This is an optimization exercise on Yosys and OpenROAD, whose aim is small area and a short achievable clock period, not a production implementation.
The RTL was checked by simulation tests, not by an equivalence proof against the original design.

## design/flow/flow/run.sh

```bash
#!/bin/bash
# The standard layout with three changes: synthesis skips the quick ABC pass
# inside Yosys's synth (the final ABC mapping still runs), adders use Yosys's
# Sklansky carry network instead of Kogge-Stone, and the ports get the
# smallest buffer instead of the delay buffer that buffer_ports picks by
# default. All output goes to run_standard.log in this folder; ORFS keeps its
# own logs under orfs/logs.
set -euo pipefail
export SYNTH_ARGS="-noabc"
export SYNTH_OPERATIONS_ARGS="-extra-map +/choices/sklansky.v"
export BUFFER_PORTS_ARGS="-buffer_cell sky130_fd_sc_hd__buf_1"
bash standard.sh > run_standard.log 2>&1
```

## design/flow/standard.sh

```bash
#!/bin/bash
# synth_recipe.tcl (not shown) runs the flow's synth.tcl, then flattens the netlist and writes it again
# the make line also repeats each setting of config.mk as NAME=value (left out here)
make -C /OpenROAD-flow-scripts/flow DESIGN_CONFIG=/design/flow/config.mk WORK_HOME=/design/flow/orfs CLKGATE_MAP_FILE= SYNTH_SCRIPT=/design/flow/synth_recipe.tcl "${@:-finish}"
```

## design/flow/config.mk

```make
export PLATFORM = sky130hd
export DESIGN_NAME = arith_encoder
export DESIGN_NICKNAME = arith_encoder
export VERILOG_FILES = /design/flow/design.v
export SDC_FILE = /design/flow/constraint.sdc
export NUM_CORES = 4
export LEC_CHECK = 0
export ABC_AREA = 1
export CAP_MARGIN = 20
export CORE_MARGIN = 2
export CORE_UTILIZATION = 40
export CTS_BUF_LIST = sky130_fd_sc_hd__clkbuf_8
export SETUP_SLACK_MARGIN = 2.8
export SLEW_MARGIN = 20
```

## design/flow/constraint.sdc

```tcl
create_clock -name core_clock -period 9.0 [get_ports {general_clk}]
set_input_delay 1.8000 -clock core_clock [delete_from_list [all_inputs] [get_ports {general_clk}]]
set_output_delay 1.8000 -clock core_clock [all_outputs]
set_load 0.01 [all_outputs]
```

## design/flow/design.v

```verilog
`timescale 1ns/1ps
module pipeline_control (
  input  logic general_clk,
  input  logic reset,
  input  logic in_valid,
  output logic out_valid
);
  logic v1, v2;
  always_ff @(posedge general_clk) begin
    if (reset) begin
      v1 <= 1'b0;
      v2 <= 1'b0;
    end else begin
      v1 <= in_valid;
      v2 <= v1;
    end
  end
  assign out_valid = v2;
endmodule
`timescale 1ns/1ps
module probability_stage (
  input  logic        general_clk,
  input  logic        reset,
  input  logic        in_valid,
  input  logic [15:0] fl,
  input  logic [15:0] fh,
  input  logic [3:0]  symbol,
  input  logic [4:0]  nsyms,
  input  logic        bool_mode,
  output logic        p_x,
  output logic        p_en,
  output logic        p_z,
  output logic        p_s,         
  output logic [9:0]  p_m2n,       
  output logic [5:0]  p_k,
  output logic [9:0]  p_nn,       
  output logic [4:0]  p_o2
);
  logic        vin;
  logic [9:0]  fl6, fh6;
  logic        first, sel_a, sel_c, sel_q;
  logic [5:0]  kd;        
  logic [4:0]  kdiff;     
  logic        kpos;
  logic [9:0]  m_p, m_q;
  logic [5:0]  k_next;
  assign vin   = in_valid & ~reset;
  assign fl6   = fl[15:6];
  assign fh6   = fh[15:6];
  assign first = (fl == 16'h8000);
  assign sel_a = vin & bool_mode & symbol[0];
  assign sel_c = vin & ~bool_mode & ~first;
  assign sel_q = vin & ~(bool_mode & symbol[0]);    
  assign kd    = {1'b0, nsyms} - {2'b00, symbol};
  assign kpos  = ~kd[5] & (kd[4:0] != 5'd0);
  assign kdiff = kd[5] ? 5'd0 : kd[4:0];
  assign m_p = sel_a ? fh6 : (sel_c ? fl6 : 10'd512);
  assign m_q = sel_q ? fh6 : 10'd0;
  always_comb begin
    if (sel_a)          k_next = 6'd1;
    else if (sel_c)     k_next = {5'd0, kpos};
    else if (!vin)      k_next = 6'd0;
    else if (bool_mode) k_next = 6'h3f;
    else if (kpos)      k_next = 6'd1 - {1'b0, kdiff};
    else                k_next = 6'd0;
  end
  always_ff @(posedge general_clk) begin
    p_x  <= ~sel_a & ~sel_c;
    p_z  <= ~sel_a & ~sel_c;
    p_en <= sel_q & fh6[0] & ~(sel_c & fl6[0]);
    {p_s, p_m2n} <= ({1'b0, m_p} - {1'b0, m_q}) ^ 11'h3ff;    
    p_k  <= k_next;
    p_nn  <= ~(sel_c ? fl6 : fh6);    
    p_o2 <= sel_c ? kdiff : 5'd1;
  end
endmodule
`timescale 1ns/1ps
module interval_update (
  input  logic        general_clk,
  input  logic        reset,
  input  logic        p_x,
  input  logic        p_en,
  input  logic        p_z,
  input  logic        p_s,         
  input  logic [9:0]  p_m2n,       
  input  logic [5:0]  p_k,
  input  logic [9:0]  p_nn,        
  input  logic [4:0]  p_o2,
  output logic [15:0] range_q,
  output logic [3:0]  d_q,
  output logic [15:0] add_next
);
  logic [7:0]  r8;
  logic [16:0] sum2;
  logic [16:0] sum2n;
  logic [15:0] raw;
  logic [15:0] rn;
  assign r8 = range_q[15:8];
  assign rn = ~range_q;
  wire [7:0] r8n = rn[15:8];
  wire lt_1, lt_2;
  assign lt_1 = (r8[7] & ~p_m2n[0]) ^ (r8[6] & ~p_m2n[1]);
  assign lt_2 = (r8[7] & ~p_m2n[0]) & (r8[6] & ~p_m2n[1]);
  wire lt_3, lt_4;
  assign lt_3 = (r8[7] & ~p_m2n[1]) ^ (r8[6] & ~p_m2n[2]) ^ (r8[5] & ~p_m2n[3]);
  assign lt_4 = ((r8[7] & ~p_m2n[1]) & (r8[6] & ~p_m2n[2])) | ((r8[7] & ~p_m2n[1]) & (r8[5] & ~p_m2n[3])) | ((r8[6] & ~p_m2n[2]) & (r8[5] & ~p_m2n[3]));
  wire lt_5, lt_6;
  assign lt_5 = (r8[7] & ~p_m2n[2]) ^ (r8[6] & ~p_m2n[3]);
  assign lt_6 = (r8[7] & ~p_m2n[2]) & (r8[6] & ~p_m2n[3]);
  wire lt_7, lt_8;
  assign lt_7 = (r8[7] & ~p_m2n[3]) ^ (r8[6] & ~p_m2n[4]) ^ (r8[5] & ~p_m2n[5]);
  assign lt_8 = ((r8[7] & ~p_m2n[3]) & (r8[6] & ~p_m2n[4])) | ((r8[7] & ~p_m2n[3]) & (r8[5] & ~p_m2n[5])) | ((r8[6] & ~p_m2n[4]) & (r8[5] & ~p_m2n[5]));
  wire lt_9, lt_10;
  assign lt_9 = (r8[4] & ~p_m2n[0]) ^ (r8[3] & ~p_m2n[1]);
  assign lt_10 = (r8[4] & ~p_m2n[0]) & (r8[3] & ~p_m2n[1]);
  wire lt_11, lt_12;
  assign lt_11 = (r8[5] & ~p_m2n[0]) ^ (r8[4] & ~p_m2n[1]) ^ (r8[3] & ~p_m2n[2]);
  assign lt_12 = ((r8[5] & ~p_m2n[0]) & (r8[4] & ~p_m2n[1])) | ((r8[5] & ~p_m2n[0]) & (r8[3] & ~p_m2n[2])) | ((r8[4] & ~p_m2n[1]) & (r8[3] & ~p_m2n[2]));
  wire lt_13, lt_14;
  assign lt_13 = (r8[2] & ~p_m2n[3]) ^ (r8[1] & ~p_m2n[4]);
  assign lt_14 = (r8[2] & ~p_m2n[3]) & (r8[1] & ~p_m2n[4]);
  wire lt_15, lt_16;
  assign lt_15 = (r8[6] & ~p_m2n[0]) ^ (r8[5] & ~p_m2n[1]) ^ (r8[4] & ~p_m2n[2]);
  assign lt_16 = ((r8[6] & ~p_m2n[0]) & (r8[5] & ~p_m2n[1])) | ((r8[6] & ~p_m2n[0]) & (r8[4] & ~p_m2n[2])) | ((r8[5] & ~p_m2n[1]) & (r8[4] & ~p_m2n[2]));
  wire lt_17, lt_18;
  assign lt_17 = (r8[3] & ~p_m2n[3]) ^ (r8[2] & ~p_m2n[4]) ^ (r8[1] & ~p_m2n[5]);
  assign lt_18 = ((r8[3] & ~p_m2n[3]) & (r8[2] & ~p_m2n[4])) | ((r8[3] & ~p_m2n[3]) & (r8[1] & ~p_m2n[5])) | ((r8[2] & ~p_m2n[4]) & (r8[1] & ~p_m2n[5]));
  wire lt_19, lt_20;
  assign lt_19 = (r8[0] & ~p_m2n[6]) ^ (range_q[5] & p_x);
  assign lt_20 = (r8[0] & ~p_m2n[6]) & (range_q[5] & p_x);
  wire lt_21, lt_22;
  assign lt_21 = (r8[5] & ~p_m2n[2]) ^ (r8[4] & ~p_m2n[3]) ^ (r8[3] & ~p_m2n[4]);
  assign lt_22 = ((r8[5] & ~p_m2n[2]) & (r8[4] & ~p_m2n[3])) | ((r8[5] & ~p_m2n[2]) & (r8[3] & ~p_m2n[4])) | ((r8[4] & ~p_m2n[3]) & (r8[3] & ~p_m2n[4]));
  wire lt_23, lt_24;
  assign lt_23 = (r8[2] & ~p_m2n[5]) ^ (r8[1] & ~p_m2n[6]) ^ (r8[0] & ~p_m2n[7]);
  assign lt_24 = ((r8[2] & ~p_m2n[5]) & (r8[1] & ~p_m2n[6])) | ((r8[2] & ~p_m2n[5]) & (r8[0] & ~p_m2n[7])) | ((r8[1] & ~p_m2n[6]) & (r8[0] & ~p_m2n[7]));
  wire lt_25, lt_26;
  assign lt_25 = (range_q[6] & p_x) ^ p_k[4] ^ lt_1;
  assign lt_26 = ((range_q[6] & p_x) & p_k[4]) | ((range_q[6] & p_x) & lt_1) | (p_k[4] & lt_1);
  wire lt_27, lt_28;
  assign lt_27 = (r8[4] & ~p_m2n[4]) ^ (r8[3] & ~p_m2n[5]) ^ (r8[2] & ~p_m2n[6]);
  assign lt_28 = ((r8[4] & ~p_m2n[4]) & (r8[3] & ~p_m2n[5])) | ((r8[4] & ~p_m2n[4]) & (r8[2] & ~p_m2n[6])) | ((r8[3] & ~p_m2n[5]) & (r8[2] & ~p_m2n[6]));
  wire lt_29, lt_30;
  assign lt_29 = (r8[1] & ~p_m2n[7]) ^ (r8[0] & ~p_m2n[8]) ^ (range_q[7] & p_x);
  assign lt_30 = ((r8[1] & ~p_m2n[7]) & (r8[0] & ~p_m2n[8])) | ((r8[1] & ~p_m2n[7]) & (range_q[7] & p_x)) | ((r8[0] & ~p_m2n[8]) & (range_q[7] & p_x));
  wire lt_31, lt_32;
  assign lt_31 = p_k[5] ^ lt_3 ^ lt_2;
  assign lt_32 = (p_k[5] & lt_3) | (p_k[5] & lt_2) | (lt_3 & lt_2);
  wire lt_33, lt_34;
  assign lt_33 = (r8[5] & ~p_m2n[4]) ^ (r8[4] & ~p_m2n[5]) ^ (r8[3] & ~p_m2n[6]);
  assign lt_34 = ((r8[5] & ~p_m2n[4]) & (r8[4] & ~p_m2n[5])) | ((r8[5] & ~p_m2n[4]) & (r8[3] & ~p_m2n[6])) | ((r8[4] & ~p_m2n[5]) & (r8[3] & ~p_m2n[6]));
  wire lt_35, lt_36;
  assign lt_35 = (r8[2] & ~p_m2n[7]) ^ (r8[1] & ~p_m2n[8]) ^ (r8[0] & ~p_m2n[9]);
  assign lt_36 = ((r8[2] & ~p_m2n[7]) & (r8[1] & ~p_m2n[8])) | ((r8[2] & ~p_m2n[7]) & (r8[0] & ~p_m2n[9])) | ((r8[1] & ~p_m2n[8]) & (r8[0] & ~p_m2n[9]));
  wire lt_37, lt_38;
  assign lt_37 = p_k[5] ^ lt_5 ^ lt_4;
  assign lt_38 = (p_k[5] & lt_5) | (p_k[5] & lt_4) | (lt_5 & lt_4);
  wire lt_39, lt_40;
  assign lt_39 = (r8[4] & ~p_m2n[6]) ^ (r8[3] & ~p_m2n[7]) ^ (r8[2] & ~p_m2n[8]);
  assign lt_40 = ((r8[4] & ~p_m2n[6]) & (r8[3] & ~p_m2n[7])) | ((r8[4] & ~p_m2n[6]) & (r8[2] & ~p_m2n[8])) | ((r8[3] & ~p_m2n[7]) & (r8[2] & ~p_m2n[8]));
  wire lt_41, lt_42;
  assign lt_41 = (r8[1] & ~p_m2n[9]) ^ (p_s & r8n[0]) ^ p_s;
  assign lt_42 = ((r8[1] & ~p_m2n[9]) & (p_s & r8n[0])) | ((r8[1] & ~p_m2n[9]) & p_s) | ((p_s & r8n[0]) & p_s);
  wire lt_43, lt_44;
  assign lt_43 = p_k[5] ^ lt_7 ^ lt_6;
  assign lt_44 = (p_k[5] & lt_7) | (p_k[5] & lt_6) | (lt_7 & lt_6);
  wire lt_45, lt_46;
  assign lt_45 = (r8[7] & ~p_m2n[4]) ^ (r8[6] & ~p_m2n[5]) ^ (r8[5] & ~p_m2n[6]);
  assign lt_46 = ((r8[7] & ~p_m2n[4]) & (r8[6] & ~p_m2n[5])) | ((r8[7] & ~p_m2n[4]) & (r8[5] & ~p_m2n[6])) | ((r8[6] & ~p_m2n[5]) & (r8[5] & ~p_m2n[6]));
  wire lt_47, lt_48;
  assign lt_47 = (r8[4] & ~p_m2n[7]) ^ (r8[3] & ~p_m2n[8]) ^ (r8[2] & ~p_m2n[9]);
  assign lt_48 = ((r8[4] & ~p_m2n[7]) & (r8[3] & ~p_m2n[8])) | ((r8[4] & ~p_m2n[7]) & (r8[2] & ~p_m2n[9])) | ((r8[3] & ~p_m2n[8]) & (r8[2] & ~p_m2n[9]));
  wire lt_49, lt_50;
  assign lt_49 = (p_s & r8n[1]) ^ p_k[5] ^ lt_8;
  assign lt_50 = ((p_s & r8n[1]) & p_k[5]) | ((p_s & r8n[1]) & lt_8) | (p_k[5] & lt_8);
  wire lt_51, lt_52;
  assign lt_51 = (r8[7] & ~p_m2n[5]) ^ (r8[6] & ~p_m2n[6]) ^ (r8[5] & ~p_m2n[7]);
  assign lt_52 = ((r8[7] & ~p_m2n[5]) & (r8[6] & ~p_m2n[6])) | ((r8[7] & ~p_m2n[5]) & (r8[5] & ~p_m2n[7])) | ((r8[6] & ~p_m2n[6]) & (r8[5] & ~p_m2n[7]));
  wire lt_53, lt_54;
  assign lt_53 = (r8[4] & ~p_m2n[8]) ^ (r8[3] & ~p_m2n[9]) ^ (p_s & r8n[2]);
  assign lt_54 = ((r8[4] & ~p_m2n[8]) & (r8[3] & ~p_m2n[9])) | ((r8[4] & ~p_m2n[8]) & (p_s & r8n[2])) | ((r8[3] & ~p_m2n[9]) & (p_s & r8n[2]));
  wire lt_55, lt_56;
  assign lt_55 = (r8[7] & ~p_m2n[6]) ^ (r8[6] & ~p_m2n[7]) ^ (r8[5] & ~p_m2n[8]);
  assign lt_56 = ((r8[7] & ~p_m2n[6]) & (r8[6] & ~p_m2n[7])) | ((r8[7] & ~p_m2n[6]) & (r8[5] & ~p_m2n[8])) | ((r8[6] & ~p_m2n[7]) & (r8[5] & ~p_m2n[8]));
  wire lt_57, lt_58;
  assign lt_57 = (r8[3] & ~p_m2n[0]) ^ (r8[2] & ~p_m2n[1]) ^ (r8[1] & ~p_m2n[2]);
  assign lt_58 = ((r8[3] & ~p_m2n[0]) & (r8[2] & ~p_m2n[1])) | ((r8[3] & ~p_m2n[0]) & (r8[1] & ~p_m2n[2])) | ((r8[2] & ~p_m2n[1]) & (r8[1] & ~p_m2n[2]));
  wire lt_59, lt_60;
  assign lt_59 = (r8[2] & ~p_m2n[2]) ^ (r8[1] & ~p_m2n[3]) ^ (r8[0] & ~p_m2n[4]);
  assign lt_60 = ((r8[2] & ~p_m2n[2]) & (r8[1] & ~p_m2n[3])) | ((r8[2] & ~p_m2n[2]) & (r8[0] & ~p_m2n[4])) | ((r8[1] & ~p_m2n[3]) & (r8[0] & ~p_m2n[4]));
  wire lt_61, lt_62;
  assign lt_61 = (range_q[3] & p_x) ^ p_k[1];
  assign lt_62 = (range_q[3] & p_x) & p_k[1];
  wire lt_63, lt_64;
  assign lt_63 = (r8[0] & ~p_m2n[5]) ^ (range_q[4] & p_x) ^ p_k[2];
  assign lt_64 = ((r8[0] & ~p_m2n[5]) & (range_q[4] & p_x)) | ((r8[0] & ~p_m2n[5]) & p_k[2]) | ((range_q[4] & p_x) & p_k[2]);
  wire lt_65, lt_66;
  assign lt_65 = lt_11 ^ lt_13 ^ lt_10;
  assign lt_66 = (lt_11 & lt_13) | (lt_11 & lt_10) | (lt_13 & lt_10);
  wire lt_67, lt_68;
  assign lt_67 = p_k[3] ^ lt_15 ^ lt_17;
  assign lt_68 = (p_k[3] & lt_15) | (p_k[3] & lt_17) | (lt_15 & lt_17);
  wire lt_69, lt_70;
  assign lt_69 = lt_19 ^ lt_12 ^ lt_14;
  assign lt_70 = (lt_19 & lt_12) | (lt_19 & lt_14) | (lt_12 & lt_14);
  wire lt_71, lt_72;
  assign lt_71 = lt_21 ^ lt_23 ^ lt_25;
  assign lt_72 = (lt_21 & lt_23) | (lt_21 & lt_25) | (lt_23 & lt_25);
  wire lt_73, lt_74;
  assign lt_73 = lt_16 ^ lt_18 ^ lt_20;
  assign lt_74 = (lt_16 & lt_18) | (lt_16 & lt_20) | (lt_18 & lt_20);
  wire lt_75, lt_76;
  assign lt_75 = lt_27 ^ lt_29 ^ lt_31;
  assign lt_76 = (lt_27 & lt_29) | (lt_27 & lt_31) | (lt_29 & lt_31);
  wire lt_77, lt_78;
  assign lt_77 = lt_22 ^ lt_24 ^ lt_26;
  assign lt_78 = (lt_22 & lt_24) | (lt_22 & lt_26) | (lt_24 & lt_26);
  wire lt_79, lt_80;
  assign lt_79 = lt_33 ^ lt_35 ^ lt_37;
  assign lt_80 = (lt_33 & lt_35) | (lt_33 & lt_37) | (lt_35 & lt_37);
  wire lt_81, lt_82;
  assign lt_81 = lt_28 ^ lt_30 ^ lt_32;
  assign lt_82 = (lt_28 & lt_30) | (lt_28 & lt_32) | (lt_30 & lt_32);
  wire lt_83, lt_84;
  assign lt_83 = lt_39 ^ lt_41 ^ lt_43;
  assign lt_84 = (lt_39 & lt_41) | (lt_39 & lt_43) | (lt_41 & lt_43);
  wire lt_85, lt_86;
  assign lt_85 = lt_34 ^ lt_36 ^ lt_38;
  assign lt_86 = (lt_34 & lt_36) | (lt_34 & lt_38) | (lt_36 & lt_38);
  wire lt_87, lt_88;
  assign lt_87 = lt_45 ^ lt_47 ^ lt_49;
  assign lt_88 = (lt_45 & lt_47) | (lt_45 & lt_49) | (lt_47 & lt_49);
  wire lt_89, lt_90;
  assign lt_89 = lt_40 ^ lt_42 ^ lt_44;
  assign lt_90 = (lt_40 & lt_42) | (lt_40 & lt_44) | (lt_42 & lt_44);
  wire lt_91, lt_92;
  assign lt_91 = p_k[5] ^ lt_51 ^ lt_53;
  assign lt_92 = (p_k[5] & lt_51) | (p_k[5] & lt_53) | (lt_51 & lt_53);
  wire lt_93, lt_94;
  assign lt_93 = lt_46 ^ lt_48 ^ lt_50;
  assign lt_94 = (lt_46 & lt_48) | (lt_46 & lt_50) | (lt_48 & lt_50);
  wire lt_95, lt_96;
  assign lt_95 = (r8[4] & ~p_m2n[9]) ^ (p_s & r8n[3]) ^ p_k[5];
  assign lt_96 = ((r8[4] & ~p_m2n[9]) & (p_s & r8n[3])) | ((r8[4] & ~p_m2n[9]) & p_k[5]) | ((p_s & r8n[3]) & p_k[5]);
  wire lt_97, lt_98;
  assign lt_97 = lt_55 ^ lt_52 ^ lt_54;
  assign lt_98 = (lt_55 & lt_52) | (lt_55 & lt_54) | (lt_52 & lt_54);
  wire lt_99, lt_100;
  assign lt_99 = (r8[7] & ~p_m2n[7]) ^ (r8[6] & ~p_m2n[8]) ^ (r8[5] & ~p_m2n[9]);
  assign lt_100 = ((r8[7] & ~p_m2n[7]) & (r8[6] & ~p_m2n[8])) | ((r8[7] & ~p_m2n[7]) & (r8[5] & ~p_m2n[9])) | ((r8[6] & ~p_m2n[8]) & (r8[5] & ~p_m2n[9]));
  wire lt_101, lt_102;
  assign lt_101 = (p_s & r8n[4]) ^ p_k[5] ^ lt_56;
  assign lt_102 = ((p_s & r8n[4]) & p_k[5]) | ((p_s & r8n[4]) & lt_56) | (p_k[5] & lt_56);
  wire lt_103, lt_104;
  assign lt_103 = (r8[7] & ~p_m2n[8]) ^ (r8[6] & ~p_m2n[9]) ^ (p_s & r8n[5]);
  assign lt_104 = ((r8[7] & ~p_m2n[8]) & (r8[6] & ~p_m2n[9])) | ((r8[7] & ~p_m2n[8]) & (p_s & r8n[5])) | ((r8[6] & ~p_m2n[9]) & (p_s & r8n[5]));
  wire lt_105, lt_106;
  assign lt_105 = (r8[1] & ~p_m2n[0]) ^ (r8[0] & ~p_m2n[1]);
  assign lt_106 = (r8[1] & ~p_m2n[0]) & (r8[0] & ~p_m2n[1]);
  wire lt_107, lt_108;
  assign lt_107 = (r8[2] & ~p_m2n[0]) ^ (r8[1] & ~p_m2n[1]) ^ (r8[0] & ~p_m2n[2]);
  assign lt_108 = ((r8[2] & ~p_m2n[0]) & (r8[1] & ~p_m2n[1])) | ((r8[2] & ~p_m2n[0]) & (r8[0] & ~p_m2n[2])) | ((r8[1] & ~p_m2n[1]) & (r8[0] & ~p_m2n[2]));
  wire lt_109, lt_110;
  assign lt_109 = (r8[0] & ~p_m2n[3]) ^ (range_q[2] & p_x) ^ p_k[0];
  assign lt_110 = ((r8[0] & ~p_m2n[3]) & (range_q[2] & p_x)) | ((r8[0] & ~p_m2n[3]) & p_k[0]) | ((range_q[2] & p_x) & p_k[0]);
  wire lt_111, lt_112;
  assign lt_111 = lt_9 ^ lt_59 ^ lt_61;
  assign lt_112 = (lt_9 & lt_59) | (lt_9 & lt_61) | (lt_59 & lt_61);
  wire lt_113, lt_114;
  assign lt_113 = lt_63 ^ lt_65 ^ lt_60;
  assign lt_114 = (lt_63 & lt_65) | (lt_63 & lt_60) | (lt_65 & lt_60);
  wire lt_115, lt_116;
  assign lt_115 = lt_67 ^ lt_69 ^ lt_64;
  assign lt_116 = (lt_67 & lt_69) | (lt_67 & lt_64) | (lt_69 & lt_64);
  wire lt_117, lt_118;
  assign lt_117 = lt_71 ^ lt_73 ^ lt_68;
  assign lt_118 = (lt_71 & lt_73) | (lt_71 & lt_68) | (lt_73 & lt_68);
  wire lt_119, lt_120;
  assign lt_119 = lt_75 ^ lt_77 ^ lt_72;
  assign lt_120 = (lt_75 & lt_77) | (lt_75 & lt_72) | (lt_77 & lt_72);
  wire lt_121, lt_122;
  assign lt_121 = lt_79 ^ lt_81 ^ lt_76;
  assign lt_122 = (lt_79 & lt_81) | (lt_79 & lt_76) | (lt_81 & lt_76);
  wire lt_123, lt_124;
  assign lt_123 = lt_83 ^ lt_85 ^ lt_80;
  assign lt_124 = (lt_83 & lt_85) | (lt_83 & lt_80) | (lt_85 & lt_80);
  wire lt_125, lt_126;
  assign lt_125 = lt_87 ^ lt_89 ^ lt_84;
  assign lt_126 = (lt_87 & lt_89) | (lt_87 & lt_84) | (lt_89 & lt_84);
  wire lt_127, lt_128;
  assign lt_127 = lt_91 ^ lt_93 ^ lt_88;
  assign lt_128 = (lt_91 & lt_93) | (lt_91 & lt_88) | (lt_93 & lt_88);
  wire lt_129, lt_130;
  assign lt_129 = lt_95 ^ lt_97 ^ lt_92;
  assign lt_130 = (lt_95 & lt_97) | (lt_95 & lt_92) | (lt_97 & lt_92);
  wire lt_131, lt_132;
  assign lt_131 = lt_99 ^ lt_101 ^ lt_96;
  assign lt_132 = (lt_99 & lt_101) | (lt_99 & lt_96) | (lt_101 & lt_96);
  wire lt_133, lt_134;
  assign lt_133 = p_k[5] ^ lt_103 ^ lt_100;
  assign lt_134 = (p_k[5] & lt_103) | (p_k[5] & lt_100) | (lt_103 & lt_100);
  wire lt_135, lt_136;
  assign lt_135 = (r8[7] & ~p_m2n[9]) ^ (p_s & r8n[6]) ^ p_k[5];
  assign lt_136 = ((r8[7] & ~p_m2n[9]) & (p_s & r8n[6])) | ((r8[7] & ~p_m2n[9]) & p_k[5]) | ((p_s & r8n[6]) & p_k[5]);
  wire lt_137, lt_138;
  assign lt_137 = (range_q[0] & p_x) ^ (p_en & r8[0]);
  assign lt_138 = (range_q[0] & p_x) & (p_en & r8[0]);
  wire lt_139, lt_140;
  assign lt_139 = (range_q[1] & p_x) ^ lt_107 ^ lt_106;
  assign lt_140 = ((range_q[1] & p_x) & lt_107) | ((range_q[1] & p_x) & lt_106) | (lt_107 & lt_106);
  wire lt_141, lt_142;
  assign lt_141 = lt_57 ^ lt_109 ^ lt_108;
  assign lt_142 = (lt_57 & lt_109) | (lt_57 & lt_108) | (lt_109 & lt_108);
  wire lt_143, lt_144;
  assign lt_143 = lt_58 ^ lt_111 ^ lt_110;
  assign lt_144 = (lt_58 & lt_111) | (lt_58 & lt_110) | (lt_111 & lt_110);
  wire lt_145, lt_146;
  assign lt_145 = lt_62 ^ lt_113 ^ lt_112;
  assign lt_146 = (lt_62 & lt_113) | (lt_62 & lt_112) | (lt_113 & lt_112);
  wire lt_147, lt_148;
  assign lt_147 = lt_66 ^ lt_115 ^ lt_114;
  assign lt_148 = (lt_66 & lt_115) | (lt_66 & lt_114) | (lt_115 & lt_114);
  wire lt_149, lt_150;
  assign lt_149 = lt_70 ^ lt_117 ^ lt_116;
  assign lt_150 = (lt_70 & lt_117) | (lt_70 & lt_116) | (lt_117 & lt_116);
  wire lt_151, lt_152;
  assign lt_151 = lt_74 ^ lt_119 ^ lt_118;
  assign lt_152 = (lt_74 & lt_119) | (lt_74 & lt_118) | (lt_119 & lt_118);
  wire lt_153, lt_154;
  assign lt_153 = lt_78 ^ lt_121 ^ lt_120;
  assign lt_154 = (lt_78 & lt_121) | (lt_78 & lt_120) | (lt_121 & lt_120);
  wire lt_155, lt_156;
  assign lt_155 = lt_82 ^ lt_123 ^ lt_122;
  assign lt_156 = (lt_82 & lt_123) | (lt_82 & lt_122) | (lt_123 & lt_122);
  wire lt_157, lt_158;
  assign lt_157 = lt_86 ^ lt_125 ^ lt_124;
  assign lt_158 = (lt_86 & lt_125) | (lt_86 & lt_124) | (lt_125 & lt_124);
  wire lt_159, lt_160;
  assign lt_159 = lt_90 ^ lt_127 ^ lt_126;
  assign lt_160 = (lt_90 & lt_127) | (lt_90 & lt_126) | (lt_127 & lt_126);
  wire lt_161, lt_162;
  assign lt_161 = lt_94 ^ lt_129 ^ lt_128;
  assign lt_162 = (lt_94 & lt_129) | (lt_94 & lt_128) | (lt_129 & lt_128);
  wire lt_163, lt_164;
  assign lt_163 = lt_98 ^ lt_131 ^ lt_130;
  assign lt_164 = (lt_98 & lt_131) | (lt_98 & lt_130) | (lt_131 & lt_130);
  wire lt_165, lt_166;
  assign lt_165 = lt_102 ^ lt_133 ^ lt_132;
  assign lt_166 = (lt_102 & lt_133) | (lt_102 & lt_132) | (lt_133 & lt_132);
  wire lt_167, lt_168;
  assign lt_167 = lt_104 ^ lt_135 ^ lt_134;
  assign lt_168 = (lt_104 & lt_135) | (lt_104 & lt_134) | (lt_135 & lt_134);
  wire [16:0] lt_a, lt_b;
  assign lt_a = {lt_167, lt_165, lt_163, lt_161, lt_159, lt_157, lt_155, lt_153, lt_151, lt_149, lt_147, lt_145, lt_143, lt_141, lt_139, lt_105, 1'b0};
  assign lt_b = {lt_166, lt_164, lt_162, lt_160, lt_158, lt_156, lt_154, lt_152, lt_150, lt_148, lt_146, lt_144, lt_142, lt_140, lt_138, lt_137, 1'b0};
  assign sum2 = lt_a + lt_b;
  assign raw  = sum2[16:1];
  wire at_1, at_2;
  assign at_1 = rn[6] ^ p_o2[4];
  assign at_2 = rn[6] & p_o2[4];
  wire at_3, at_4;
  assign at_3 = rn[7] ^ (r8[7] & ~p_nn[1]);
  assign at_4 = rn[7] & (r8[7] & ~p_nn[1]);
  wire at_5, at_6;
  assign at_5 = rn[8] ^ (r8[7] & ~p_nn[2]);
  assign at_6 = rn[8] & (r8[7] & ~p_nn[2]);
  wire at_7, at_8;
  assign at_7 = rn[3] ^ p_o2[1];
  assign at_8 = rn[3] & p_o2[1];
  wire at_9, at_10;
  assign at_9 = rn[4] ^ p_o2[2] ^ (r8[5] & ~p_nn[0]);
  assign at_10 = (rn[4] & p_o2[2]) | (rn[4] & (r8[5] & ~p_nn[0])) | (p_o2[2] & (r8[5] & ~p_nn[0]));
  wire at_11, at_12;
  assign at_11 = (r8[4] & ~p_nn[1]) ^ (r8[3] & ~p_nn[2]);
  assign at_12 = (r8[4] & ~p_nn[1]) & (r8[3] & ~p_nn[2]);
  wire at_13, at_14;
  assign at_13 = rn[5] ^ p_o2[3] ^ (r8[6] & ~p_nn[0]);
  assign at_14 = (rn[5] & p_o2[3]) | (rn[5] & (r8[6] & ~p_nn[0])) | (p_o2[3] & (r8[6] & ~p_nn[0]));
  wire at_15, at_16;
  assign at_15 = (r8[5] & ~p_nn[1]) ^ (r8[4] & ~p_nn[2]) ^ (r8[3] & ~p_nn[3]);
  assign at_16 = ((r8[5] & ~p_nn[1]) & (r8[4] & ~p_nn[2])) | ((r8[5] & ~p_nn[1]) & (r8[3] & ~p_nn[3])) | ((r8[4] & ~p_nn[2]) & (r8[3] & ~p_nn[3]));
  wire at_17, at_18;
  assign at_17 = (r8[2] & ~p_nn[4]) ^ (r8[1] & ~p_nn[5]);
  assign at_18 = (r8[2] & ~p_nn[4]) & (r8[1] & ~p_nn[5]);
  wire at_19, at_20;
  assign at_19 = (r8[7] & ~p_nn[0]) ^ (r8[6] & ~p_nn[1]) ^ (r8[5] & ~p_nn[2]);
  assign at_20 = ((r8[7] & ~p_nn[0]) & (r8[6] & ~p_nn[1])) | ((r8[7] & ~p_nn[0]) & (r8[5] & ~p_nn[2])) | ((r8[6] & ~p_nn[1]) & (r8[5] & ~p_nn[2]));
  wire at_21, at_22;
  assign at_21 = (r8[4] & ~p_nn[3]) ^ (r8[3] & ~p_nn[4]) ^ (r8[2] & ~p_nn[5]);
  assign at_22 = ((r8[4] & ~p_nn[3]) & (r8[3] & ~p_nn[4])) | ((r8[4] & ~p_nn[3]) & (r8[2] & ~p_nn[5])) | ((r8[3] & ~p_nn[4]) & (r8[2] & ~p_nn[5]));
  wire at_23, at_24;
  assign at_23 = (r8[1] & ~p_nn[6]) ^ (r8[0] & ~p_nn[7]) ^ at_1;
  assign at_24 = ((r8[1] & ~p_nn[6]) & (r8[0] & ~p_nn[7])) | ((r8[1] & ~p_nn[6]) & at_1) | ((r8[0] & ~p_nn[7]) & at_1);
  wire at_25, at_26;
  assign at_25 = (r8[6] & ~p_nn[2]) ^ (r8[5] & ~p_nn[3]) ^ (r8[4] & ~p_nn[4]);
  assign at_26 = ((r8[6] & ~p_nn[2]) & (r8[5] & ~p_nn[3])) | ((r8[6] & ~p_nn[2]) & (r8[4] & ~p_nn[4])) | ((r8[5] & ~p_nn[3]) & (r8[4] & ~p_nn[4]));
  wire at_27, at_28;
  assign at_27 = (r8[3] & ~p_nn[5]) ^ (r8[2] & ~p_nn[6]) ^ (r8[1] & ~p_nn[7]);
  assign at_28 = ((r8[3] & ~p_nn[5]) & (r8[2] & ~p_nn[6])) | ((r8[3] & ~p_nn[5]) & (r8[1] & ~p_nn[7])) | ((r8[2] & ~p_nn[6]) & (r8[1] & ~p_nn[7]));
  wire at_29, at_30;
  assign at_29 = (r8[0] & ~p_nn[8]) ^ at_3 ^ at_2;
  assign at_30 = ((r8[0] & ~p_nn[8]) & at_3) | ((r8[0] & ~p_nn[8]) & at_2) | (at_3 & at_2);
  wire at_31, at_32;
  assign at_31 = (r8[6] & ~p_nn[3]) ^ (r8[5] & ~p_nn[4]) ^ (r8[4] & ~p_nn[5]);
  assign at_32 = ((r8[6] & ~p_nn[3]) & (r8[5] & ~p_nn[4])) | ((r8[6] & ~p_nn[3]) & (r8[4] & ~p_nn[5])) | ((r8[5] & ~p_nn[4]) & (r8[4] & ~p_nn[5]));
  wire at_33, at_34;
  assign at_33 = (r8[3] & ~p_nn[6]) ^ (r8[2] & ~p_nn[7]) ^ (r8[1] & ~p_nn[8]);
  assign at_34 = ((r8[3] & ~p_nn[6]) & (r8[2] & ~p_nn[7])) | ((r8[3] & ~p_nn[6]) & (r8[1] & ~p_nn[8])) | ((r8[2] & ~p_nn[7]) & (r8[1] & ~p_nn[8]));
  wire at_35, at_36;
  assign at_35 = (r8[0] & ~p_nn[9]) ^ at_5 ^ at_4;
  assign at_36 = ((r8[0] & ~p_nn[9]) & at_5) | ((r8[0] & ~p_nn[9]) & at_4) | (at_5 & at_4);
  wire at_37, at_38;
  assign at_37 = rn[9] ^ (r8[7] & ~p_nn[3]) ^ (r8[6] & ~p_nn[4]);
  assign at_38 = (rn[9] & (r8[7] & ~p_nn[3])) | (rn[9] & (r8[6] & ~p_nn[4])) | ((r8[7] & ~p_nn[3]) & (r8[6] & ~p_nn[4]));
  wire at_39, at_40;
  assign at_39 = (r8[5] & ~p_nn[5]) ^ (r8[4] & ~p_nn[6]) ^ (r8[3] & ~p_nn[7]);
  assign at_40 = ((r8[5] & ~p_nn[5]) & (r8[4] & ~p_nn[6])) | ((r8[5] & ~p_nn[5]) & (r8[3] & ~p_nn[7])) | ((r8[4] & ~p_nn[6]) & (r8[3] & ~p_nn[7]));
  wire at_41, at_42;
  assign at_41 = (r8[2] & ~p_nn[8]) ^ (r8[1] & ~p_nn[9]) ^ at_6;
  assign at_42 = ((r8[2] & ~p_nn[8]) & (r8[1] & ~p_nn[9])) | ((r8[2] & ~p_nn[8]) & at_6) | ((r8[1] & ~p_nn[9]) & at_6);
  wire at_43, at_44;
  assign at_43 = rn[10] ^ (r8[7] & ~p_nn[4]) ^ (r8[6] & ~p_nn[5]);
  assign at_44 = (rn[10] & (r8[7] & ~p_nn[4])) | (rn[10] & (r8[6] & ~p_nn[5])) | ((r8[7] & ~p_nn[4]) & (r8[6] & ~p_nn[5]));
  wire at_45, at_46;
  assign at_45 = (r8[5] & ~p_nn[6]) ^ (r8[4] & ~p_nn[7]) ^ (r8[3] & ~p_nn[8]);
  assign at_46 = ((r8[5] & ~p_nn[6]) & (r8[4] & ~p_nn[7])) | ((r8[5] & ~p_nn[6]) & (r8[3] & ~p_nn[8])) | ((r8[4] & ~p_nn[7]) & (r8[3] & ~p_nn[8]));
  wire at_47, at_48;
  assign at_47 = rn[11] ^ (r8[7] & ~p_nn[5]) ^ (r8[6] & ~p_nn[6]);
  assign at_48 = (rn[11] & (r8[7] & ~p_nn[5])) | (rn[11] & (r8[6] & ~p_nn[6])) | ((r8[7] & ~p_nn[5]) & (r8[6] & ~p_nn[6]));
  wire at_49, at_50;
  assign at_49 = rn[2] ^ p_o2[0] ^ (r8[3] & ~p_nn[0]);
  assign at_50 = (rn[2] & p_o2[0]) | (rn[2] & (r8[3] & ~p_nn[0])) | (p_o2[0] & (r8[3] & ~p_nn[0]));
  wire at_51, at_52;
  assign at_51 = (r8[4] & ~p_nn[0]) ^ (r8[3] & ~p_nn[1]) ^ (r8[2] & ~p_nn[2]);
  assign at_52 = ((r8[4] & ~p_nn[0]) & (r8[3] & ~p_nn[1])) | ((r8[4] & ~p_nn[0]) & (r8[2] & ~p_nn[2])) | ((r8[3] & ~p_nn[1]) & (r8[2] & ~p_nn[2]));
  wire at_53, at_54;
  assign at_53 = (r8[1] & ~p_nn[3]) ^ (r8[0] & ~p_nn[4]);
  assign at_54 = (r8[1] & ~p_nn[3]) & (r8[0] & ~p_nn[4]);
  wire at_55, at_56;
  assign at_55 = (r8[2] & ~p_nn[3]) ^ (r8[1] & ~p_nn[4]) ^ (r8[0] & ~p_nn[5]);
  assign at_56 = ((r8[2] & ~p_nn[3]) & (r8[1] & ~p_nn[4])) | ((r8[2] & ~p_nn[3]) & (r8[0] & ~p_nn[5])) | ((r8[1] & ~p_nn[4]) & (r8[0] & ~p_nn[5]));
  wire at_57, at_58;
  assign at_57 = at_9 ^ at_11 ^ at_8;
  assign at_58 = (at_9 & at_11) | (at_9 & at_8) | (at_11 & at_8);
  wire at_59, at_60;
  assign at_59 = (r8[0] & ~p_nn[6]) ^ at_13 ^ at_15;
  assign at_60 = ((r8[0] & ~p_nn[6]) & at_13) | ((r8[0] & ~p_nn[6]) & at_15) | (at_13 & at_15);
  wire at_61, at_62;
  assign at_61 = at_17 ^ at_10 ^ at_12;
  assign at_62 = (at_17 & at_10) | (at_17 & at_12) | (at_10 & at_12);
  wire at_63, at_64;
  assign at_63 = at_19 ^ at_21 ^ at_23;
  assign at_64 = (at_19 & at_21) | (at_19 & at_23) | (at_21 & at_23);
  wire at_65, at_66;
  assign at_65 = at_14 ^ at_16 ^ at_18;
  assign at_66 = (at_14 & at_16) | (at_14 & at_18) | (at_16 & at_18);
  wire at_67, at_68;
  assign at_67 = at_25 ^ at_27 ^ at_29;
  assign at_68 = (at_25 & at_27) | (at_25 & at_29) | (at_27 & at_29);
  wire at_69, at_70;
  assign at_69 = at_20 ^ at_22 ^ at_24;
  assign at_70 = (at_20 & at_22) | (at_20 & at_24) | (at_22 & at_24);
  wire at_71, at_72;
  assign at_71 = at_31 ^ at_33 ^ at_35;
  assign at_72 = (at_31 & at_33) | (at_31 & at_35) | (at_33 & at_35);
  wire at_73, at_74;
  assign at_73 = at_26 ^ at_28 ^ at_30;
  assign at_74 = (at_26 & at_28) | (at_26 & at_30) | (at_28 & at_30);
  wire at_75, at_76;
  assign at_75 = at_37 ^ at_39 ^ at_41;
  assign at_76 = (at_37 & at_39) | (at_37 & at_41) | (at_39 & at_41);
  wire at_77, at_78;
  assign at_77 = at_32 ^ at_34 ^ at_36;
  assign at_78 = (at_32 & at_34) | (at_32 & at_36) | (at_34 & at_36);
  wire at_79, at_80;
  assign at_79 = (r8[2] & ~p_nn[9]) ^ at_43 ^ at_45;
  assign at_80 = ((r8[2] & ~p_nn[9]) & at_43) | ((r8[2] & ~p_nn[9]) & at_45) | (at_43 & at_45);
  wire at_81, at_82;
  assign at_81 = at_38 ^ at_40 ^ at_42;
  assign at_82 = (at_38 & at_40) | (at_38 & at_42) | (at_40 & at_42);
  wire at_83, at_84;
  assign at_83 = (r8[5] & ~p_nn[7]) ^ (r8[4] & ~p_nn[8]) ^ (r8[3] & ~p_nn[9]);
  assign at_84 = ((r8[5] & ~p_nn[7]) & (r8[4] & ~p_nn[8])) | ((r8[5] & ~p_nn[7]) & (r8[3] & ~p_nn[9])) | ((r8[4] & ~p_nn[8]) & (r8[3] & ~p_nn[9]));
  wire at_85, at_86;
  assign at_85 = at_47 ^ at_44 ^ at_46;
  assign at_86 = (at_47 & at_44) | (at_47 & at_46) | (at_44 & at_46);
  wire at_87, at_88;
  assign at_87 = rn[12] ^ (r8[7] & ~p_nn[6]) ^ (r8[6] & ~p_nn[7]);
  assign at_88 = (rn[12] & (r8[7] & ~p_nn[6])) | (rn[12] & (r8[6] & ~p_nn[7])) | ((r8[7] & ~p_nn[6]) & (r8[6] & ~p_nn[7]));
  wire at_89, at_90;
  assign at_89 = (r8[5] & ~p_nn[8]) ^ (r8[4] & ~p_nn[9]) ^ at_48;
  assign at_90 = ((r8[5] & ~p_nn[8]) & (r8[4] & ~p_nn[9])) | ((r8[5] & ~p_nn[8]) & at_48) | ((r8[4] & ~p_nn[9]) & at_48);
  wire at_91, at_92;
  assign at_91 = rn[13] ^ (r8[7] & ~p_nn[7]) ^ (r8[6] & ~p_nn[8]);
  assign at_92 = (rn[13] & (r8[7] & ~p_nn[7])) | (rn[13] & (r8[6] & ~p_nn[8])) | ((r8[7] & ~p_nn[7]) & (r8[6] & ~p_nn[8]));
  wire at_93, at_94;
  assign at_93 = rn[1] ^ (r8[2] & ~p_nn[0]);
  assign at_94 = rn[1] & (r8[2] & ~p_nn[0]);
  wire at_95, at_96;
  assign at_95 = (r8[2] & ~p_nn[1]) ^ (r8[1] & ~p_nn[2]) ^ (r8[0] & ~p_nn[3]);
  assign at_96 = ((r8[2] & ~p_nn[1]) & (r8[1] & ~p_nn[2])) | ((r8[2] & ~p_nn[1]) & (r8[0] & ~p_nn[3])) | ((r8[1] & ~p_nn[2]) & (r8[0] & ~p_nn[3]));
  wire at_97, at_98;
  assign at_97 = at_7 ^ at_51 ^ at_53;
  assign at_98 = (at_7 & at_51) | (at_7 & at_53) | (at_51 & at_53);
  wire at_99, at_100;
  assign at_99 = at_55 ^ at_57 ^ at_52;
  assign at_100 = (at_55 & at_57) | (at_55 & at_52) | (at_57 & at_52);
  wire at_101, at_102;
  assign at_101 = at_59 ^ at_61 ^ at_56;
  assign at_102 = (at_59 & at_61) | (at_59 & at_56) | (at_61 & at_56);
  wire at_103, at_104;
  assign at_103 = at_63 ^ at_65 ^ at_60;
  assign at_104 = (at_63 & at_65) | (at_63 & at_60) | (at_65 & at_60);
  wire at_105, at_106;
  assign at_105 = at_67 ^ at_69 ^ at_64;
  assign at_106 = (at_67 & at_69) | (at_67 & at_64) | (at_69 & at_64);
  wire at_107, at_108;
  assign at_107 = at_71 ^ at_73 ^ at_68;
  assign at_108 = (at_71 & at_73) | (at_71 & at_68) | (at_73 & at_68);
  wire at_109, at_110;
  assign at_109 = at_75 ^ at_77 ^ at_72;
  assign at_110 = (at_75 & at_77) | (at_75 & at_72) | (at_77 & at_72);
  wire at_111, at_112;
  assign at_111 = at_79 ^ at_81 ^ at_76;
  assign at_112 = (at_79 & at_81) | (at_79 & at_76) | (at_81 & at_76);
  wire at_113, at_114;
  assign at_113 = at_83 ^ at_85 ^ at_80;
  assign at_114 = (at_83 & at_85) | (at_83 & at_80) | (at_85 & at_80);
  wire at_115, at_116;
  assign at_115 = at_87 ^ at_89 ^ at_84;
  assign at_116 = (at_87 & at_89) | (at_87 & at_84) | (at_89 & at_84);
  wire at_117, at_118;
  assign at_117 = (r8[5] & ~p_nn[9]) ^ at_91 ^ at_88;
  assign at_118 = ((r8[5] & ~p_nn[9]) & at_91) | ((r8[5] & ~p_nn[9]) & at_88) | (at_91 & at_88);
  wire at_119, at_120;
  assign at_119 = rn[14] ^ (r8[7] & ~p_nn[8]) ^ (r8[6] & ~p_nn[9]);
  assign at_120 = (rn[14] & (r8[7] & ~p_nn[8])) | (rn[14] & (r8[6] & ~p_nn[9])) | ((r8[7] & ~p_nn[8]) & (r8[6] & ~p_nn[9]));
  wire at_121, at_122;
  assign at_121 = rn[0] ^ (r8[1] & ~p_nn[0]);
  assign at_122 = rn[0] & (r8[1] & ~p_nn[0]);
  wire at_123, at_124;
  assign at_123 = (r8[1] & ~p_nn[1]) ^ (r8[0] & ~p_nn[2]) ^ at_93;
  assign at_124 = ((r8[1] & ~p_nn[1]) & (r8[0] & ~p_nn[2])) | ((r8[1] & ~p_nn[1]) & at_93) | ((r8[0] & ~p_nn[2]) & at_93);
  wire at_125, at_126;
  assign at_125 = at_49 ^ at_95 ^ at_94;
  assign at_126 = (at_49 & at_95) | (at_49 & at_94) | (at_95 & at_94);
  wire at_127, at_128;
  assign at_127 = at_50 ^ at_97 ^ at_96;
  assign at_128 = (at_50 & at_97) | (at_50 & at_96) | (at_97 & at_96);
  wire at_129, at_130;
  assign at_129 = at_54 ^ at_99 ^ at_98;
  assign at_130 = (at_54 & at_99) | (at_54 & at_98) | (at_99 & at_98);
  wire at_131, at_132;
  assign at_131 = at_58 ^ at_101 ^ at_100;
  assign at_132 = (at_58 & at_101) | (at_58 & at_100) | (at_101 & at_100);
  wire at_133, at_134;
  assign at_133 = at_62 ^ at_103 ^ at_102;
  assign at_134 = (at_62 & at_103) | (at_62 & at_102) | (at_103 & at_102);
  wire at_135, at_136;
  assign at_135 = at_66 ^ at_105 ^ at_104;
  assign at_136 = (at_66 & at_105) | (at_66 & at_104) | (at_105 & at_104);
  wire at_137, at_138;
  assign at_137 = at_70 ^ at_107 ^ at_106;
  assign at_138 = (at_70 & at_107) | (at_70 & at_106) | (at_107 & at_106);
  wire at_139, at_140;
  assign at_139 = at_74 ^ at_109 ^ at_108;
  assign at_140 = (at_74 & at_109) | (at_74 & at_108) | (at_109 & at_108);
  wire at_141, at_142;
  assign at_141 = at_78 ^ at_111 ^ at_110;
  assign at_142 = (at_78 & at_111) | (at_78 & at_110) | (at_111 & at_110);
  wire at_143, at_144;
  assign at_143 = at_82 ^ at_113 ^ at_112;
  assign at_144 = (at_82 & at_113) | (at_82 & at_112) | (at_113 & at_112);
  wire at_145, at_146;
  assign at_145 = at_86 ^ at_115 ^ at_114;
  assign at_146 = (at_86 & at_115) | (at_86 & at_114) | (at_115 & at_114);
  wire at_147, at_148;
  assign at_147 = at_90 ^ at_117 ^ at_116;
  assign at_148 = (at_90 & at_117) | (at_90 & at_116) | (at_117 & at_116);
  wire at_149, at_150;
  assign at_149 = at_92 ^ at_119 ^ at_118;
  assign at_150 = (at_92 & at_119) | (at_92 & at_118) | (at_119 & at_118);
  wire at_151, at_152;
  assign at_151 = rn[15] ^ (r8[7] & ~p_nn[9]) ^ at_120;
  assign at_152 = (rn[15] & (r8[7] & ~p_nn[9])) | (rn[15] & at_120) | ((r8[7] & ~p_nn[9]) & at_120);
  wire [16:0] at_a, at_b;
  assign at_a = {at_151, at_149, at_147, at_145, at_143, at_141, at_139, at_137, at_135, at_133, at_131, at_129, at_127, at_125, at_123, (r8[0] & ~p_nn[1]), 1'b0};
  assign at_b = {at_150, at_148, at_146, at_144, at_142, at_140, at_138, at_136, at_134, at_132, at_130, at_128, at_126, at_124, at_122, at_121, 1'b0};
  assign sum2n    = at_a + at_b;
  assign add_next = ~(sum2n[16:1] | {16{p_z}});
  logic        z8, z4, z2, z1, raw_zero;
  logic [15:0] t1, t2, t3, range_next;
  logic [3:0]  d_next;
  assign z8 = ~|raw[15:8];
  assign t1 = z8 ? {raw[7:0], 8'd0} : raw;
  assign z4 = ~|t1[15:12];
  assign t2 = z4 ? {t1[11:0], 4'd0} : t1;
  assign z2 = ~|t2[15:14];
  assign t3 = z2 ? {t2[13:0], 2'd0} : t2;
  assign z1 = ~t3[15];
  assign range_next = z1 ? {t3[14:0], 1'b0} : t3;
  assign raw_zero = ~|raw;
  assign d_next = (raw_zero | reset) ? 4'd0 : {z8, z4, z2, z1};
  always_ff @(posedge general_clk) begin
    if (reset) range_q <= 16'd32768;
    else       range_q <= range_next;
    d_q <= d_next;
  end
endmodule
`timescale 1ns/1ps
module renormalizer (
  input  logic        general_clk,
  input  logic        reset,
  input  logic [15:0] add_next,
  input  logic [3:0]  d_q,
  output logic [23:0] low_out,
  output logic [4:0]  cnt_out,
  output logic [1:0]  bit_flag,
  output logic [15:0] out_bit_1,
  output logic [15:0] out_bit_2
);
  logic [23:0] sum_q;
  logic [3:0]  cq;
  logic [4:0]  e_sum;        
  logic        emit1, emit2;
  logic [2:0]  f_sum;        
  logic [23:0] low_shl;
  logic [23:0] low_next;
  logic [23:0] sum_next;
  logic [3:0]  cq_next;
  logic [7:0]  keep_hi;
  logic [24:0] win_src;
  logic [23:0] win;
  assign e_sum = {1'b0, cq} + {1'b0, d_q};
  assign emit1 = e_sum >= 5'd9;
  assign emit2 = e_sum >= 5'd17;
  assign f_sum = e_sum[2:0] - 3'd1;    
  always_comb begin
    case (f_sum)
      3'd0: keep_hi = 8'h00;
      3'd1: keep_hi = 8'h01;
      3'd2: keep_hi = 8'h03;
      3'd3: keep_hi = 8'h07;
      3'd4: keep_hi = 8'h0f;
      3'd5: keep_hi = 8'h1f;
      3'd6: keep_hi = 8'h3f;
      default: keep_hi = 8'h7f;
    endcase
    if (!emit1) keep_hi = 8'hff;
  end
  assign low_shl  = sum_q << d_q;
  assign low_next = low_shl & {keep_hi, 16'hffff};
  assign cq_next  = emit1 ? {1'b0, f_sum} + 4'd1 : e_sum[3:0];
  assign sum_next = low_next + {8'd0, add_next};
  assign win_src = {sum_q, 1'b0};
  assign win     = 24'(win_src >> cq);
  always_ff @(posedge general_clk) begin
    if (reset) begin
      sum_q <= '0;
      cq    <= '0;
    end else begin
      sum_q <= sum_next;
      cq    <= cq_next;
    end
  end
  assign low_out   = low_next;
  assign cnt_out   = {1'b0, cq_next} - 5'd9;
  assign bit_flag  = {emit2, emit1 & ~emit2};
  assign out_bit_1 = win[23:8];
  assign out_bit_2 = {8'd0, win[7:0]};
endmodule
`timescale 1ns/1ps
module arith_encoder #(
  parameter int SYMBOL_WIDTH = 4
) (
  input  logic                    general_clk,
  input  logic                    reset,
  input  logic                    in_valid,
  input  logic [15:0]             fl,
  input  logic [15:0]             fh,
  input  logic [SYMBOL_WIDTH-1:0] symbol,
  input  logic [SYMBOL_WIDTH:0]   nsyms,
  input  logic                    bool_mode,
  output logic                    out_valid,
  output logic [15:0]             range_out,
  output logic [23:0]             low_out,
  output logic [4:0]              cnt_out,
  output logic [1:0]              bit_flag,
  output logic [15:0]             out_bit_1,
  output logic [15:0]             out_bit_2
);
  logic        p_x, p_en, p_z;
  logic        p_s;
  logic [9:0]  p_m2n;
  logic [5:0]  p_k;
  logic [9:0]  p_nn;
  logic [4:0]  p_o2;
  logic [15:0] add_next;
  logic [3:0]  d_q;
  pipeline_control u_control (
    .general_clk (general_clk),
    .reset       (reset),
    .in_valid    (in_valid),
    .out_valid   (out_valid)
  );
  probability_stage u_stage_1 (
    .general_clk (general_clk),
    .reset       (reset),
    .in_valid    (in_valid),
    .fl          (fl),
    .fh          (fh),
    .symbol      (symbol),
    .nsyms       (nsyms),
    .bool_mode   (bool_mode),
    .p_x         (p_x),
    .p_en        (p_en),
    .p_z         (p_z),
    .p_s         (p_s),
    .p_m2n       (p_m2n),
    .p_k         (p_k),
    .p_nn         (p_nn),
    .p_o2        (p_o2)
  );
  interval_update u_stage_2 (
    .general_clk (general_clk),
    .reset       (reset),
    .p_x         (p_x),
    .p_en        (p_en),
    .p_z         (p_z),
    .p_s         (p_s),
    .p_m2n       (p_m2n),
    .p_k         (p_k),
    .p_nn         (p_nn),
    .p_o2        (p_o2),
    .range_q     (range_out),
    .d_q         (d_q),
    .add_next    (add_next)
  );
  renormalizer u_stage_3 (
    .general_clk (general_clk),
    .reset       (reset),
    .add_next    (add_next),
    .d_q         (d_q),
    .low_out     (low_out),
    .cnt_out     (cnt_out),
    .bit_flag    (bit_flag),
    .out_bit_1   (out_bit_1),
    .out_bit_2   (out_bit_2)
  );
endmodule
```

==> out/metrics.csv, run 1 <==
metric;value;unit
Detail Route Antenna Nets;0;
Place WS;2.08;ns
crit path time final;5.93;ns
initial DRC count;652;
Inst Count DP;2142;
CTS Hold Buffers Added;0;
full die area;32200;sq um
highest-count cells in the layout ignoring fill and taps;nand2_1, nor2_1, inv_1;
vias in the first global route;10700;
later-pin clock latency in the skew report;0.38;ns
Nets;2084;
Cell Area, Synth;12300;sq um
worst-path maximum fanout;10;
gr ovfl total;0;
CTS tree;done;
routability cong.;0.874;
Final Hold Viols;0;
Clock Skew;0.0107;ns
Die Ht;179;um
most common cell after layout, fill and taps aside;nand2_1;
vias per inst;5.01;
DP Wirelength;26.3;mm
final worst setup slack;3.07;ns
Cells after Synth;1716;
Via Count;11000;
diodes inserted;0;
DR DRC count;0;
RSZ-0062 raised after global routing;true;
Hold Path Class;reg -> reg;
port bufs;110;
First-pass DRT Iterations;5;
Synth area leader;fa_1;
startpoint types;flop;
post-route insts no fill;2188;
area delta synth->final;9.84;%
critical path class;reg -> reg;
Worst-Margin Slew;0.788;ns
final clock period utilization by the worst path;0.659;
crit path DAT;6.25;ns
initial core utilization;0.404;
Slowest-stage cell, CP;fa_1;
clock buffer depth;2;
H-Tree Level Count;3;
share of the synthesized area in the top cell type;0.260;
largest net degree at the start of global routing;48;
max frequency;0.169;GHz
CTS clock-pin slew for the worst setup and hold paths;0.10;ns
TritonCTS Buffers;9;
Clock Sinks;84;
chip width;179;um
FP Rows;64;
Setup Viol. Count Final;0;
main area contributors after synthesis;fa_1, dfxtp_1, nand2_1;
WL/cell;15.1;um
# IOs;125;
#FFs+latches synth;84;
initial antenna violation count;0;
Max-slew headroom;0.474;
status;finished clean;
MaxCap Viol Count;0;
core area;30400;sq um
CP required;9.31;ns
global-route wire length before repair;53.2;mm
layout cells sized above 1;0.0776;
Syn. warnings;4;
average size of a mapped cell;7.17;sq um
Root Driver;clkbuf_8;
register area share after synthesis;0.137;
Slew Limit Fails;0;
Yosys cell types;52;
CP Capture Type;flop;
GRT Total Usage;0.211;
worst stage delay on the critical path;0.58;ns
Routed WL;33.0;mm
Total Negative Setup Slacks;0;ns
[cells in the mapped netlist (all sizes together)]
| cell | count |
|---|---|
| fa | 160 |
| inv | 223 |
| a21o | 4 |
| ha | 92 |
| a211oi | 2 |
| nor3 | 5 |
| xnor2 | 10 |
| conb | 1 |
| a21oi | 52 |
| o211ai | 13 |
| nor3b | 2 |
| and3 | 1 |
| mux2i | 17 |
| o21bai | 3 |
| o21a | 1 |
| o22a | 1 |
| o31ai | 1 |
| and2 | 4 |
| nand4 | 4 |
| o21ai | 162 |
| a22oi | 1 |
| a22o | 1 |
| clkinv | 5 |
| a31oi | 6 |
| dfxtp | 84 |
| nor2 | 256 |
| nand3 | 45 |
| clkbuf | 47 |
| nand3b | 1 |
| nor4 | 5 |
| xor2 | 19 |
| a311oi | 1 |
| buf | 49 |
| o22ai | 1 |
| nand2 | 426 |
| or2 | 11 |
[registers in the layout, summed over array words and instances (netlist names)]
register and flops:
u_stage_2.range_q 16, u_control.v1 1, u_stage_3.sum_q 24, u_control.v2 1, u_stage_1.p_m2n 10, u_stage_1.p_en 1, u_stage_1.p_x 1, u_stage_2.d_q 4
u_stage_1.p_k 6, u_stage_1.p_o2 5, u_stage_3.cq 4, u_stage_1.p_nn 10, u_stage_1.p_s 1
[per-layer routing]
metal	GRT usage	vias up	share of wire
met2	0.382	279	0.50
li1	-	5439	-
met4	0.0598	0	0.023
met3	0.0253	43	0.043
met5	0	-	0
met1	0.263	5199	0.43
[area by class of cell]
class	instances	area, sq um
fill	3187	16900
multi-input combinational	1316	9460
sequential	84	1700
inverter	228	903
timing repair buffer	145	736
tap	396	495
clock buffer	9	124
clock inverter	7	73.8
timing repair inverter	3	15.0
[worst max-delay path: cells and delay by family (launching register included)]
family / cells / cell delay [ns]
xor gates and xnor gates: 1 / 0.16
DFF: 1 / 0.33
AOI/OAI and AO/OA: 2 / 0.34
buffers and inverters: 6 / 0.55
adders and majority gates: 7 / 3.13
and+or+nand+nor: 13 / 1.36
[worst paths after layout]
path,startpoint,to,slack (ns),cells after the start
max,u_stage_2.range_q[13],u_stage_2.range_q[6],3.07,29
min reg2reg,u_control.v1,u_control.v2,0.47,2
min,u_control.v1,u_control.v2,0.47,2
max reg2reg,u_stage_2.range_q[13],u_stage_2.range_q[6],3.07,29
[cell families (layout without fill, tap and decap cells)]
logic type	after synthesis	count (layout)	share of synthesized area
AND/OR/NAND/NOR	760	761	0.255
buffers and inverters	324	392	0.110
adder cells (fa/ha/maj)	252	252	0.354
AO/OA/AOI/OAI	249	249	0.110
flip-flops	84	84	0.137
XOR/XNOR	29	29	0.0207
multiplexers	17	17	0.0138
other	1	8	0.000305
[per-stage QoR]
stage               cell area, sq um  hold WS (ns)   util
floorplan                      12300         0.388      -
global placement               12800         0.478  0.421
detailed placement             12800         0.459  0.421
CTS                            13200         0.460  0.434
global route                   13500         0.496  0.444
finish                         13500         0.474  0.444
[timing repair]
| item | 4_1_cts | 5_1_grt |
|---|---|---|
| endpoints found under the setup margin | 32 | 31 |
| pin swaps | 5 | 24 |
| resized for setup | 26 | 38 |
| gates cloned | 4 | 0 |
| setup buffers | 9 | 17 |
==> run 2: changes to the inputs <==
--- a/design/flow/config.mk
+++ b/design/flow/config.mk
@@ -10,5 +10,5 @@
 export CORE_MARGIN = 2
 export CORE_UTILIZATION = 40
 export CTS_BUF_LIST = sky130_fd_sc_hd__clkbuf_8
-export SETUP_SLACK_MARGIN = 2.8
+export SETUP_SLACK_MARGIN = 3.1
 export SLEW_MARGIN = 20
==> out/metrics.csv, run 2 <==
metric;value;unit
TritonCTS Buffers;9;
Die Ht;179;um
Nets;2111;
initial DRC count;599;
Yosys cell types;52;
final clock period utilization by the worst path;0.648;
RSZ-0062 raised after global routing;true;
CP most frequent cell;fa_1;
status;finished clean;
Largest register FFs;24;
Slew Limit Fails;0;
Max Used Layer;met4;
GRT Total Usage;0.216;
Total Negative Setup Slacks;0;ns
DRT met1 WL;14.2;mm
most common cell after layout, fill and taps aside;nand2_1;
DP Wirelength;26.5;mm
count leader, synth;nand2_1;
worst stage delay on the critical path;0.56;ns
Most flops, register;u_stage_3.sum_q;
area delta synth->final;15.2;%
Cells after Synth;1716;
ys async rst share;0;
average size of a mapped cell;7.17;sq um
full die area;32200;sq um
Post-synth EDFFs;0;
Cell Area, Synth;12300;sq um
Regs by FF count;u_stage_3.sum_q: 24 flops, u_stage_2.range_q: 16 flops;
diodes inserted;0;
# IOs;125;
max frequency;0.172;GHz
Max-slew headroom;0.456;
layout cells sized above 1;0.134;
Detail Route Antenna Nets;0;
share of the synthesized area in the top cell type;0.260;
Clock Skew;0.0156;ns
vias per inst;5.05;
CTS Hold Buffers Added;0;
First-pass DRT Iterations;5;
port bufs;110;
largest net degree at the start of global routing;48;
Synth top cells by count;nand2_1, nor2_1, inv_1;
highest-count cells in the layout ignoring fill and taps;nand2_1, nor2_1, inv_1;
Synth area leader;fa_1;
register area share after synthesis;0.137;
DR DRC count;0;
post-route insts no fill;2215;
Setup Viol. Count Final;0;
Worst-Margin Slew;0.815;ns
CTS clock-pin slew for the worst setup and hold paths;0.10;ns
Inst Count DP;2139;
routability cong.;0.861;
reg2reg setup slack;3.17;ns
WL met2;17.3;mm
chip width;179;um
initial core utilization;0.404;
clock buffer depth;2;
CTS tree;done;
Root Driver;clkbuf_8;
Final Hold Viols;0;
crit path DAT;6.09;ns
FP Rows;64;
vias in the first global route;10600;
H-Tree Level Count;3;
CP required;9.26;ns
later-pin clock latency in the skew report;0.38;ns
worst-path maximum fanout;7;
startpoint types;flop;
Via Count;11200;
crit path time final;5.83;ns
Clock Sinks;84;
core area;30400;sq um
met3 routed wirelength;1.85;mm
Hold Path Class;reg -> reg;
Slowest-stage cell, CP;fa_1;
CP Capture Type;flop;
global-route wire length before repair;54.0;mm
Routed WL;34.5;mm
main area contributors after synthesis;fa_1, dfxtp_1, nand2_1;
WL/cell;15.6;um
#FFs+latches synth;84;
MaxCap Viol Count;0;
Syn. warnings;4;
critical path class;reg -> reg;
initial antenna violation count;0;
Top FF cell, synth;dfxtp_1;
gr ovfl total;0;
==> run 2: area by class of cell <==
class | instances | area, sq um
Fill cell | 3070 | 16300
Inverter | 228 | 927
Timing Repair Buffer | 171 | 977
Clock inverter | 7 | 128
Multi-Input combinational cell | 1317 | 9780
Sequential cell | 84 | 1720
Timing Repair inverter | 3 | 15.0
Tap cell | 396 | 495
Clock buffer | 9 | 124
==> run 2: kinds of logic after synthesis <==
kind of cell,Yosys count,synth area share
muxes,17,0.0138
other,1,0.000305
adders and majority gates,252,0.354
buffers and inverters,324,0.110
and+or+nand+nor,760,0.255
xor gates and xnor gates,29,0.0207
AOI/OAI and AO/OA,249,0.110
DFF,84,0.137
==> run 2: per-layer routing <==
metal / up-vias / global-route usage
met5: - / 0
met1: 5330 / 0.271
met2: 313 / 0.379
met3: 49 / 0.0306
li1: 5500 / -
met4: 0 / 0.0763
==> run 2: per-stage QoR <==
step	setup WS (ns)	utilization	cell area, sq um	hold WS [ns]
2_1_floorplan	3.12	-	12300	0.388
3_3_place_gp	1.87	0.420	12800	0.485
3_5_place_dp	1.83	0.420	12800	0.493
4_1_cts	3.07	0.442	13500	0.498
5_1_grt	2.90	0.465	14200	0.529
6_report	3.17	0.465	14200	0.519
==> run 2: what timing repair did <==
item	4_1_cts	5_1_grt
pin swaps	19	96
setup buffers	20	34
gates cloned	4	2
endpoints found under the setup margin	37	33
resized for setup	55	114
==> run 2: worst max-delay path: cells and delay by family (launching register included) <==
kind / cells / cell delay (ns)
DFF: 1 / 0.43
and+or+nand+nor: 12 / 1.39
AOI/OAI and AO/OA: 3 / 0.42
adders and majority gates: 7 / 3.03
xor gates and xnor gates: 1 / 0.19
buffers and inverters: 3 / 0.26
==> run 2: worst paths after layout <==
check,to,cells after the start,from
setup / recovery,u_stage_2.range_q[15],26,u_stage_2.range_q[15]
hold / removal,u_control.v2,2,u_control.v1
setup reg to reg,u_stage_2.range_q[15],26,u_stage_2.range_q[15]
hold reg to reg,u_control.v2,2,u_control.v1

[static timing again, ports no longer ideal]
The flow's constraints put no driver on any port. The routed layouts listed below were extracted and timed again, unchanged, in two steps. Step 1, drivers: a clkbuf_16 drives general_clk and a buf_2 each remaining input, both assumed. Step 2 adds t to the input delays and takes it off the output delays; t is the mean of the earliest and latest rising clock arrival at the registers after step 1. Input paths then give back, and output paths get back, about the clock's delay inside the block. Slacks: ideal ports / drivers / drivers and shift; pairs: ideal ports / drivers.
run	t (ns)	setup slack, ns	clock arrival spread, ns	slew at the worst register clock pin (ns)	pins driven straight from the clock port
run 1	0.417	3.068 / 3.068 / 3.016	0.014 / 0.014	0.10 / 0.10	1
run 2	0.421	3.171 / 3.171 / 2.955	0.016 / 0.016	0.10 / 0.10	1
After both steps every run listed still meets setup and hold. For run 2, which loses most, drivers alone change the setup slack by 0.000 ns; drivers and shift together by -0.216 ns.
